This design comes from an exercise in tuning for small area, a short achievable clock period and few clock cycles per item on the open sky130 flow, not from production work.
The RTL was checked by simulation tests, not by an equivalence proof against the original design.

## xtea_core
module xtea_core (
    input  logic         clock,
    input  logic         reset_n,
    input  logic         in_valid,
    output logic         in_ready,
    input  logic         mode,
    input  logic [31:0]  data_in1,
    input  logic [31:0]  data_in2,
    input  logic [127:0] key_in,
    output logic         out_valid,
    input  logic         out_ready,
    output logic [31:0]  data_out1,
    output logic [31:0]  data_out2,
    output logic         busy
);
    localparam logic [31:0] DELTA   = 32'h9E3779B9;
    logic         prep;     
    logic         run;      
    logic         full;     
    logic         nrdy;     
    logic         ph;       
    logic         mode_q;
    logic [31:0]  x;
    logic [31:0]  y;
    logic [5:0]   n;        
    logic [31:0]  kk;       
    logic [127:0] key_q;
    logic         idle;
    logic         prep_nx;
    logic         run_nx;
    logic         full_nx;
    logic         idle_nx;
    logic         accept;
    logic         last;
    logic         fin_dec;
    logic [1:0]   idx;      
    logic [5:0]   n_nx;
    logic         ph_nx;
    logic [1:0]   idx_nx;
    logic [31:0]  sum;      
    logic [31:0]  sums [33];
    logic [31:0]  kw;
    logic [31:0]  mx;
    logic [31:0]  y_new;
    function automatic logic [31:0] add_bk(input logic [31:0] a, input logic [31:0] b,
                                           input logic cin);
        logic [32:0] gg;
        logic [32:0] pp;
        logic [31:0] p;
        p  = a ^ b;
        gg = {a & b, cin};
        pp = {p, 1'b0};
        for (int d = 1; d < 33; d = d * 2) begin
            for (int i = 2 * d - 1; i < 33; i = i + 2 * d) begin
                gg[i] = gg[i] | (pp[i] & gg[i - d]);
                pp[i] = pp[i] & pp[i - d];
            end
        end
        for (int d = 16; d >= 1; d = d / 2) begin
            for (int i = 3 * d - 1; i < 33; i = i + 2 * d) begin
                gg[i] = gg[i] | (pp[i] & gg[i - d]);
                pp[i] = pp[i] & pp[i - d];
            end
        end
        add_bk = p ^ gg[31:0];
    endfunction
    assign idle      = !prep && !run;
    assign in_ready  = !nrdy;
    assign accept    = in_valid && in_ready;
    assign out_valid = full;
    assign busy      = prep || run || full;
    for (genvar i = 0; i < 33; i++) begin : g_sum
  ...
Size: ~1600 cells after synthesis, ~15000 um2 of cells after synthesis.
==> flow/config.mk <==
export PLATFORM = sky130hd
export DESIGN_NAME = xtea_core
export DESIGN_NICKNAME = xtea_core
export VERILOG_FILES = /design/flow/design.v
export SDC_FILE = /design/flow/constraint.sdc
export NUM_CORES = 4
export LEC_CHECK = 0
export CAP_MARGIN = 20
export CORE_MARGIN = 2
export CORE_UTILIZATION = 65
export SLEW_MARGIN = 20
==> flow/constraint.sdc <==
create_clock -name core_clock -period 12.0 [get_ports {clock}]
set_input_delay 2.4000 -clock core_clock [delete_from_list [all_inputs] [get_ports {clock}]]
set_output_delay 2.4000 -clock core_clock [all_outputs]
set_load 0.01 [all_outputs]
standard.sh (not shown) runs the stock make flow with config.mk's settings and CLKGATE_MAP_FILE= SYNTH_SCRIPT=/design/flow/synth_recipe.tcl, a recipe that flattens the netlist after the stock synthesis.
==> flow/flow/run.sh <==
#!/bin/bash
# Layout flow: the standard flow with these changes:
# - synthesis: the standard flow's synthesis script (flow/synth.tcl) with ABC mapping by flow/map.abc,
#   run into syn/; its netlist is then handed to the standard flow as SYNTH_NETLIST_FILES;
# - the ports are buffered by the smallest buffer cell (buf_1);
# - clock tree synthesis adds no dummy loads and uses clkbuf_8;
# - timing repair aims at a setup slack of SETUP_SLACK_MARGIN.
# Logs: synth.log (synthesis make output), flow.log (the standard flow's make output), and
# ORFS's per-step logs under syn/logs and orfs/logs.
set -euo pipefail
here=$(pwd)
export FLOW_ABC_SCRIPT=$here/flow/map.abc
make -C "$FLOW_HOME" DESIGN_CONFIG="$here/config.mk" WORK_HOME="$here/syn" CLKGATE_MAP_FILE= \
  SYNTH_SCRIPT="$here/flow/synth.tcl" synth > synth.log 2>&1
export SYNTH_NETLIST_FILES=$here/syn/results/$FLOW_PLATFORM/xtea_core/base/1_2_yosys.v
export BUFFER_PORTS_ARGS="-buffer_cell sky130_fd_sc_hd__buf_1"
export CTS_ARGS="-sink_clustering_enable -repair_clock_nets -dont_use_dummy_load -buf_list {sky130_fd_sc_hd__clkbuf_8} -sink_clustering_size 14 -sink_clustering_max_diameter 80"
export SETUP_SLACK_MARGIN=7.3
bash standard.sh > flow.log 2>&1
==> flow/flow/map.abc <==
&get -n
&st
&dch
&nf {D}
&put
buffer
upsize {D}
dnsize {D}
==> flow/flow/synth.tcl <==
# The standard flow's synthesis script (synth_recipe.tcl) with one change: Yosys's abc calls map the logic
# with the ABC script named by $::env(FLOW_ABC_SCRIPT) instead of ORFS's abc_speed.script.
proc synth {args} { yosys synth -nofsm -noshare {*}$args }
proc abc {args} {
  set i [lsearch -exact $args -script]
  if {$i >= 0} {
    set args [lreplace $args $i [expr {$i + 1}] -script $::env(FLOW_ABC_SCRIPT)]
  }
  yosys abc {*}$args
}
source $::env(SCRIPTS_DIR)/synth.tcl
# left out here: clear keep_hierarchy, flatten, clean up, hide names made inside functions, write 1_2_yosys.v
Testbench counts at the start, summed over its fixed seeds: cycles 25,728, items 384.
Rerun with:
CORE_UTILIZATION = 40   (was 65)
What happened: Cell area rose by 1.9%. Hold slack hardly moves. Fmax fell by 0.53%. Global-route usage falls by 11 points. Die area is higher by 61%. Clock skew climbs by 0.010 ns. Worst setup slack got worse by 0.024 ns. Sequential share of layout area is lower by 0.71 points.
Rerun with:
CORE_UTILIZATION = 55   (was 40)
The changed run completed with no timing, DRC or antenna violations.
Clock skew drops by 0.031 ns.
Cell area drops by about 1.2%.
Worst setup slack improved by 0.024 ns.

== run A ==
xtea_core, a different RTL version from the one above (not shown whole).
Size in the first run: roughly 260 I/O pins, roughly 0.015 mm2 of cells after synthesis.
==> flow/design.v (excerpt) <==
module xtea_core (
    input  logic         clock,
    input  logic         reset_n,
    input  logic         in_valid,
    output logic         in_ready,
    input  logic         mode,
    input  logic [31:0]  data_in1,
    input  logic [31:0]  data_in2,
    input  logic [127:0] key_in,
    output logic         out_valid,
    input  logic         out_ready,
    output logic [31:0]  data_out1,
    output logic [31:0]  data_out2,
    output logic         busy
);
export LEC_CHECK = 0
export CAP_MARGIN = 20
export CORE_MARGIN = 2
export CORE_UTILIZATION = 40
export SLEW_MARGIN = 20
create_clock -name core_clock -period 12.0 [get_ports {clock}]
==> flow/flow/run.sh <==
#!/bin/bash
# Layout flow: the standard flow with these changes:
# - synthesis: the standard flow's synthesis script (flow/synth.tcl) with ABC mapping by flow/map.abc,
#   run into syn/; its netlist is then handed to the standard flow as SYNTH_NETLIST_FILES;
# - the ports are buffered by the smallest buffer cell (buf_1);
# - clock tree synthesis adds no dummy loads and uses clkbuf_8;
# - timing repair aims at a setup slack of SETUP_SLACK_MARGIN;
# - the port buffers of in_ready and out_ready are upsized after global placement (flow/ports.tcl).
# Logs: synth.log (synthesis make output), flow.log (the standard flow's make output), and
# ORFS's per-step logs under syn/logs and orfs/logs.
set -euo pipefail
here=$(pwd)
export FLOW_ABC_SCRIPT=$here/flow/map.abc
make -C "$FLOW_HOME" DESIGN_CONFIG="$here/config.mk" WORK_HOME="$here/syn" CLKGATE_MAP_FILE= \
  SYNTH_SCRIPT="$here/flow/synth.tcl" synth > synth.log 2>&1
export SYNTH_NETLIST_FILES=$here/syn/results/$FLOW_PLATFORM/xtea_core/base/1_2_yosys.v
export BUFFER_PORTS_ARGS="-buffer_cell sky130_fd_sc_hd__buf_1"
export CTS_ARGS="-sink_clustering_enable -repair_clock_nets -dont_use_dummy_load -buf_list {sky130_fd_sc_hd__clkbuf_8} -sink_clustering_size 14 -sink_clustering_max_diameter 80"
export SETUP_SLACK_MARGIN=7.0
export POST_GLOBAL_PLACE_TCL=$here/flow/ports.tcl
bash standard.sh > flow.log 2>&1
==> flow/flow/ports.tcl <==
# Run after global placement (POST_GLOBAL_PLACE_TCL): the ports on the combinational path from
# out_ready to in_ready get a stronger port buffer than the buf_1 every other port has.
foreach {port cell} {in_ready sky130_fd_sc_hd__buf_4 out_ready sky130_fd_sc_hd__buf_2} {
  foreach pin [get_pins -of_objects [get_nets -of_objects [get_ports $port]]] {
    set inst [get_cells -of_objects $pin]
    if {[get_property $inst ref_name] eq "sky130_fd_sc_hd__buf_1"} {
      puts "ports.tcl: [get_property $inst full_name] -> $cell"
      replace_cell $inst $cell
    }
  }
}
Scripts as last shown in full above: flow/flow/map.abc, flow/flow/synth.tcl
FAIL run A @ 3_3_place_gp: tool exited with error
Testbench counts of run A, summed over its fixed seeds: cycles 25,352, items 384.
#### Input delta (run B over run A)
diff --git a/flow/flow/run.sh b/flow/flow/run.sh
--- a/flow/flow/run.sh
+++ b/flow/flow/run.sh
@@ -7,2 +7 @@
-# - timing repair aims at a setup slack of SETUP_SLACK_MARGIN;
-# - the port buffers of in_ready and out_ready are upsized after global placement (flow/ports.tcl).
+# - timing repair aims at a setup slack of SETUP_SLACK_MARGIN.
@@ -18 +17 @@
-export CTS_ARGS="-sink_clustering_enable -repair_clock_nets -dont_use_dummy_load -buf_list {sky130_fd_sc_hd__clkbuf_8} -sink_clustering_size 14 -sink_clustering_max_diameter 80"
+export CTS_ARGS="-sink_clustering_enable -repair_clock_nets -dont_use_dummy_load -buf_list {sky130_fd_sc_hd__clkbuf_8}"
@@ -20 +18,0 @@
-export POST_GLOBAL_PLACE_TCL=$here/flow/ports.tcl
removed: flow/flow/ports.tcl
==> run notes <==
- Die extent in y: run A vs run B — no meaningful difference
- Run B: no failed stages, no open violations at the end
- As far as initial core utilization is concerned, run A and run B perform about the same.
- Total nets after synthesis: run B vs run A identical
- From run A to run B the numbers moved as follows: number of ports placed on the die boundary closely matched the old numbers, mean area per synthesized cell did not really move, horizontal extent of the die now sits at about the same level, synthesized cell count comparable, number of I/O port buffers shows no meaningful change.
- As far as post-synth design cell area goes, run A and run B are indistinguishable; the numbers are identical.
The following lists how run C was set up differently from run B:
diff --git a/flow/flow/run.sh b/flow/flow/run.sh
--- a/flow/flow/run.sh
+++ b/flow/flow/run.sh
@@ -7 +7,2 @@
-# - timing repair aims at a setup slack of SETUP_SLACK_MARGIN.
+# - timing repair aims at a setup slack of SETUP_SLACK_MARGIN;
+# - the port buffers of in_ready and out_ready are upsized after global placement (flow/ports.tcl).
@@ -17 +18 @@
-export CTS_ARGS="-sink_clustering_enable -repair_clock_nets -dont_use_dummy_load -buf_list {sky130_fd_sc_hd__clkbuf_8}"
+export CTS_ARGS="-sink_clustering_enable -repair_clock_nets -dont_use_dummy_load -buf_list {sky130_fd_sc_hd__clkbuf_8} -sink_clustering_size 14 -sink_clustering_max_diameter 80"
@@ -18,0 +20 @@
+export POST_GLOBAL_PLACE_TCL=$here/flow/ports.tcl
==> flow/flow/ports.tcl (new file) <==
# Run after global placement (POST_GLOBAL_PLACE_TCL): the ports on the combinational path from
# out_ready to in_ready get a stronger port buffer than the buf_1 every other port has.
foreach {port cell} {in_ready sky130_fd_sc_hd__buf_4 out_ready sky130_fd_sc_hd__buf_2} {
  foreach pin [get_pins -of_objects [get_nets $port]] {
    set inst [get_cells -of_objects $pin]
    if {[get_property $inst ref_name] eq "sky130_fd_sc_hd__buf_1"} {
      puts "ports.tcl: [get_property $inst full_name] -> $cell"
      replace_cell $inst $cell
    }
  }
}
Final worst slack (run C over run B): decrease, 0.0091 ns. Clock latency at the later pin of the worst-skew pair: run B vs run C — no meaningful difference. When run C is measured against run B, its met3 layer usage reported by global route turns out 1.0 points lower. In the tables for run B and run C, buffer count from post-CTS setup fixing reads lower with run B. Against run B, wire length of the first global-routing pass in run C fell slightly. Looking at run B and run C, the fmax is a wash.
Edits applied to the flow inputs when going from run C to run D:
diff --git a/flow/flow/run.sh b/flow/flow/run.sh
--- a/flow/flow/run.sh
+++ b/flow/flow/run.sh
@@ -7,2 +7 @@
-# - timing repair aims at a setup slack of SETUP_SLACK_MARGIN;
-# - the port buffers of in_ready and out_ready are upsized after global placement (flow/ports.tcl).
+# - timing repair aims at a setup slack of SETUP_SLACK_MARGIN.
@@ -18,3 +17,2 @@
-export CTS_ARGS="-sink_clustering_enable -repair_clock_nets -dont_use_dummy_load -buf_list {sky130_fd_sc_hd__clkbuf_8} -sink_clustering_size 14 -sink_clustering_max_diameter 80"
-export SETUP_SLACK_MARGIN=7.0
-export POST_GLOBAL_PLACE_TCL=$here/flow/ports.tcl
+export CTS_ARGS="-sink_clustering_enable -repair_clock_nets -dont_use_dummy_load -buf_list {sky130_fd_sc_hd__clkbuf_8}"
+export SETUP_SLACK_MARGIN=6.8
removed: flow/flow/ports.tcl
--- outcome ---
Of run D and run C, run D shows the lower number of setup buffers added after CTS, with run C above it.
Against run C as the reference, run D delivers a lower shortest clock period the worst path allows after layout.
Between run D and run C, the number of fillers in the final layout is higher for run D.
Run C has lower proportion of cell area spent on the clock network than run D.
Run D: met3 track demand over resource higher than run C
Looking at routed wire length across run D and run C, the one that comes out lower is run D.

xtea_core, a different RTL version from the one above (not shown whole).
Size in the first run: about 1600 cells after synthesis, roughly 240 flip-flops.
==> flow/config.mk <==
export PLATFORM = sky130hd
export DESIGN_NAME = xtea_core
export DESIGN_NICKNAME = xtea_core
export VERILOG_FILES = /design/flow/design.v
export SDC_FILE = /design/flow/constraint.sdc
export NUM_CORES = 4
export LEC_CHECK = 0
export CAP_MARGIN = 20
export CORE_MARGIN = 2
export CORE_UTILIZATION = 40
export SLEW_MARGIN = 20
==> flow/constraint.sdc <==
create_clock -name core_clock -period 12.0 [get_ports {clock}]
set_input_delay 2.4000 -clock core_clock [delete_from_list [all_inputs] [get_ports {clock}]]
set_output_delay 2.4000 -clock core_clock [all_outputs]
set_load 0.01 [all_outputs]
==> flow/flow/run.sh <==
#!/bin/bash
# Layout flow: the standard flow (standard.sh: the standard synthesis, floorplan, place,
# CTS, route, finish) with two changes: the ports are buffered by the smallest buffer cell
# instead of the delay buffer buffer_ports picks by default, and clock tree synthesis adds no
# dummy loads. Each ORFS step logs to orfs/logs/; the whole make output goes to flow.log here.
set -euo pipefail
export BUFFER_PORTS_ARGS="-buffer_cell sky130_fd_sc_hd__buf_1"
export CTS_ARGS="-sink_clustering_enable -repair_clock_nets -dont_use_dummy_load"
export SETUP_SLACK_MARGIN=6.5
bash standard.sh > flow.log 2>&1
Testbench counts at the start, summed over its fixed seeds: cycles 25,352, items 384.
Then changed:
==> flow/flow/run.sh (replaced) <==
#!/bin/bash
# Layout flow: the standard flow with these changes:
# - synthesis: the standard flow's synthesis script (flow/synth.tcl) with ABC mapping by flow/map.abc,
#   run into syn/; its netlist is then handed to the standard flow as SYNTH_NETLIST_FILES;
# - the ports are buffered by the smallest buffer cell (buf_1);
# - clock tree synthesis adds no dummy loads and uses clkbuf_8;
# - timing repair aims at a setup slack of SETUP_SLACK_MARGIN.
# Logs: synth.log (synthesis make output), flow.log (the standard flow's make output), and
# ORFS's per-step logs under syn/logs and orfs/logs.
set -euo pipefail
here=$(pwd)
export FLOW_ABC_SCRIPT=$here/flow/map.abc
make -C "$FLOW_HOME" DESIGN_CONFIG="$here/config.mk" WORK_HOME="$here/syn" CLKGATE_MAP_FILE= \
  SYNTH_SCRIPT="$here/flow/synth.tcl" synth > synth.log 2>&1
export SYNTH_NETLIST_FILES=$here/syn/results/$FLOW_PLATFORM/xtea_core/base/1_2_yosys.v
export BUFFER_PORTS_ARGS="-buffer_cell sky130_fd_sc_hd__buf_1"
export CTS_ARGS="-sink_clustering_enable -repair_clock_nets -dont_use_dummy_load -buf_list {sky130_fd_sc_hd__clkbuf_8}"
export SETUP_SLACK_MARGIN=6.5
bash standard.sh > flow.log 2>&1
==> flow/flow/map.abc (new file) <==
strash
&get -n
&fraig -x
&put
scorr
dc2
strash
&get -n
&dch -f
&nf {D}
&put
buffer
upsize {D}
dnsize {D}
stime -p
==> flow/flow/synth.tcl (new file) <==
# The standard flow's synthesis script (synth_recipe.tcl) with one change: Yosys's abc calls map the logic
# with the ABC script named by $::env(FLOW_ABC_SCRIPT) instead of ORFS's abc_speed.script.
proc synth {args} { yosys synth -nofsm -noshare {*}$args }
proc abc {args} {
  set i [lsearch -exact $args -script]
  if {$i >= 0} {
    set args [lreplace $args $i [expr {$i + 1}] -script $::env(FLOW_ABC_SCRIPT)]
  }
  yosys abc {*}$args
}
source $::env(SCRIPTS_DIR)/synth.tcl
# left out here: clear keep_hierarchy, flatten, clean up, hide names made inside functions, write 1_2_yosys.v
Routed wire length rises by 1.6%.
Fmax falls by 6.7%.
Hold slack improved by 72 ps.
Synthesized cell count goes down by 5.2%.
Clock skew rose by 37 ps.
Die area falls by 6.7%.
Non-clock buffer count increases by 107.
Utilization rose by 4.9 points.
Cell area goes up by 3.6%.
Then changed:
==> flow/flow/run.sh (replaced) <==
#!/bin/bash
# Layout flow: the standard flow (standard.sh: the standard synthesis, floorplan, place,
# CTS, route, finish) with two changes: the ports are buffered by the smallest buffer cell
# instead of the delay buffer buffer_ports picks by default, and clock tree synthesis adds no
# dummy loads. Each ORFS step logs to orfs/logs/; the whole make output goes to flow.log here.
set -euo pipefail
export BUFFER_PORTS_ARGS="-buffer_cell sky130_fd_sc_hd__buf_1"
export CTS_ARGS="-sink_clustering_enable -repair_clock_nets -dont_use_dummy_load -buf_list {sky130_fd_sc_hd__clkbuf_4 sky130_fd_sc_hd__clkbuf_8}"
export SETUP_SLACK_MARGIN=6.5
bash standard.sh > flow.log 2>&1
removed: flow/flow/map.abc
removed: flow/flow/synth.tcl
=> Setup slack improves by 390 ps. First-iteration DRC count grows by a few percent. Clock-buffer cell count is unchanged. Critical path depth shrinks by 27. Via count grows slightly.
Then changed:
==> flow/flow/run.sh (replaced) <==
#!/bin/bash
# Layout flow: the standard flow with these changes:
# - synthesis: the standard flow's synthesis script (flow/synth.tcl) with ABC mapping by flow/map.abc,
#   run into syn/; its netlist is then handed to the standard flow as SYNTH_NETLIST_FILES;
# - the ports are buffered by the smallest buffer cell (buf_1);
# - clock tree synthesis adds no dummy loads and uses clkbuf_8;
# - timing repair aims at a setup slack of SETUP_SLACK_MARGIN.
# Logs: synth.log (synthesis make output), flow.log (the standard flow's make output), and
# ORFS's per-step logs under syn/logs and orfs/logs.
set -euo pipefail
here=$(pwd)
export FLOW_ABC_SCRIPT=$here/flow/map.abc
make -C "$FLOW_HOME" DESIGN_CONFIG="$here/config.mk" WORK_HOME="$here/syn" CLKGATE_MAP_FILE= \
  SYNTH_SCRIPT="$here/flow/synth.tcl" synth > synth.log 2>&1
export SYNTH_NETLIST_FILES=$here/syn/results/$FLOW_PLATFORM/xtea_core/base/1_2_yosys.v
export BUFFER_PORTS_ARGS="-buffer_cell sky130_fd_sc_hd__buf_1"
export CTS_ARGS="-sink_clustering_enable -repair_clock_nets -dont_use_dummy_load -buf_list {sky130_fd_sc_hd__clkbuf_8}"
export SETUP_SLACK_MARGIN=6.5
bash standard.sh > flow.log 2>&1
==> flow/flow/map.abc (new file) <==
strash
dch -f
map
topo
buffer
upsize
dnsize
==> flow/flow/synth.tcl (new file) <==
# The standard flow's synthesis script (synth_recipe.tcl) with one change: Yosys's abc calls map the logic
# with the ABC script named by $::env(FLOW_ABC_SCRIPT) instead of ORFS's abc_speed.script.
proc synth {args} { yosys synth -nofsm -noshare {*}$args }
proc abc {args} {
  set i [lsearch -exact $args -script]
  if {$i >= 0} {
    set args [lreplace $args $i [expr {$i + 1}] -script $::env(FLOW_ABC_SCRIPT)]
  }
  yosys abc {*}$args
}
source $::env(SCRIPTS_DIR)/synth.tcl
# left out here: clear keep_hierarchy, flatten, clean up, hide names made inside functions, write 1_2_yosys.v
- design area climbs by about 2.5%
- die area climbs by 3.9%
Then changed:
==> flow/flow/run.sh (replaced) <==
#!/bin/bash
# Layout flow: the standard flow (standard.sh: the standard synthesis, floorplan, place,
# CTS, route, finish) with the ports buffered by the smallest buffer cell instead of the delay
# buffer buffer_ports picks by default. Each ORFS step logs to orfs/logs/; the whole make
# output goes to flow.log in this folder.
set -euo pipefail
export BUFFER_PORTS_ARGS="-buffer_cell sky130_fd_sc_hd__buf_1"
bash standard.sh > flow.log 2>&1
removed: flow/flow/map.abc
removed: flow/flow/synth.tcl
Outcome: The new run finished with timing, DRC and antenna clean. Sequential share of layout area is higher by 0.74 points. Core utilization is higher by 0.67 points. Maximum frequency is lower by 9.7%. Synthesized cell count is lower by 18%. Clock skew is lower by 12 ps.
Then changed:
==> flow/flow/run.sh (replaced) <==
#!/bin/bash
# Layout flow: the standard flow (standard.sh: the standard synthesis, floorplan, place,
# CTS, route, finish) with two changes: the ports are buffered by the smallest buffer cell
# instead of the delay buffer buffer_ports picks by default, and clock tree synthesis adds no
# dummy loads. Each ORFS step logs to orfs/logs/; the whole make output goes to flow.log here.
set -euo pipefail
export BUFFER_PORTS_ARGS="-buffer_cell sky130_fd_sc_hd__buf_1"
export CTS_ARGS="-sink_clustering_enable -repair_clock_nets -dont_use_dummy_load -buf_list {sky130_fd_sc_hd__clkbuf_8}"
export SETUP_SLACK_MARGIN=6.5
bash standard.sh > flow.log 2>&1
Settings changed: CORE_UTILIZATION 40 to 65.
After rerunning: Synthesized area is unchanged. Final area came out lower slightly. Utilization increases by 29 points. Non-clock buffer count rises by 14. Worst setup slack improves by 420 ps.

-- static timing again, ports no longer ideal --
The flow's constraints put no driver on any port. The routed layouts listed below were extracted and timed again, unchanged, in two steps. Step 1, drivers: a clkbuf_16 drives clock and a buf_2 each remaining input, both assumed. Step 2 moves the port delays by t, midway between the first and last clock arrival at a register: inputs arrive t later, outputs are due t later. That takes back most of the time a late clock gives input paths. Three values: ideal, step 1, step 2; two values: the first two.
run | shift t [ns] | setup slack, ns | latest minus earliest clock arrival (ns)
the first run of note 1 | 0.575 | 7.443 / 7.443 / 7.405 | 0.075 / 0.076
the second run of note 1 | 0.622 | 7.419 / 7.419 / 7.419 | 0.082 / 0.082
the third run of note 1 | 0.566 | 7.444 / 7.444 / 7.444 | 0.051 / 0.050
run B | 0.593 | 6.877 / 6.838 / 6.838 | 0.095 / 0.095
run C | 0.595 | 6.868 / 6.829 / 6.398 | 0.037 / 0.037
run D | 0.592 | 6.876 / 6.854 / 6.854 | 0.096 / 0.097
the first run of note 3 | 0.576 | 6.715 / 6.702 / 6.702 | 0.036 / 0.036
the second run of note 3 | 0.611 | 6.334 / 6.334 / 6.334 | 0.081 / 0.081
the third run of note 3 | 0.598 | 6.729 / 6.702 / 6.702 | 0.040 / 0.040
the fourth run of note 3 | 0.633 | 6.769 / 6.747 / 6.747 | 0.041 / 0.042
the fifth run of note 3 | 0.603 | 6.205 / 6.205 / 6.205 | 0.024 / 0.025
the sixth run of note 3 | 0.557 | 6.627 / 6.627 / 6.627 | 0.080 / 0.079
After both steps setup and hold are still met in every run listed. The setup slack of run C, which loses most, moves by -0.039 ns with the drivers and by -0.470 ns with both steps.
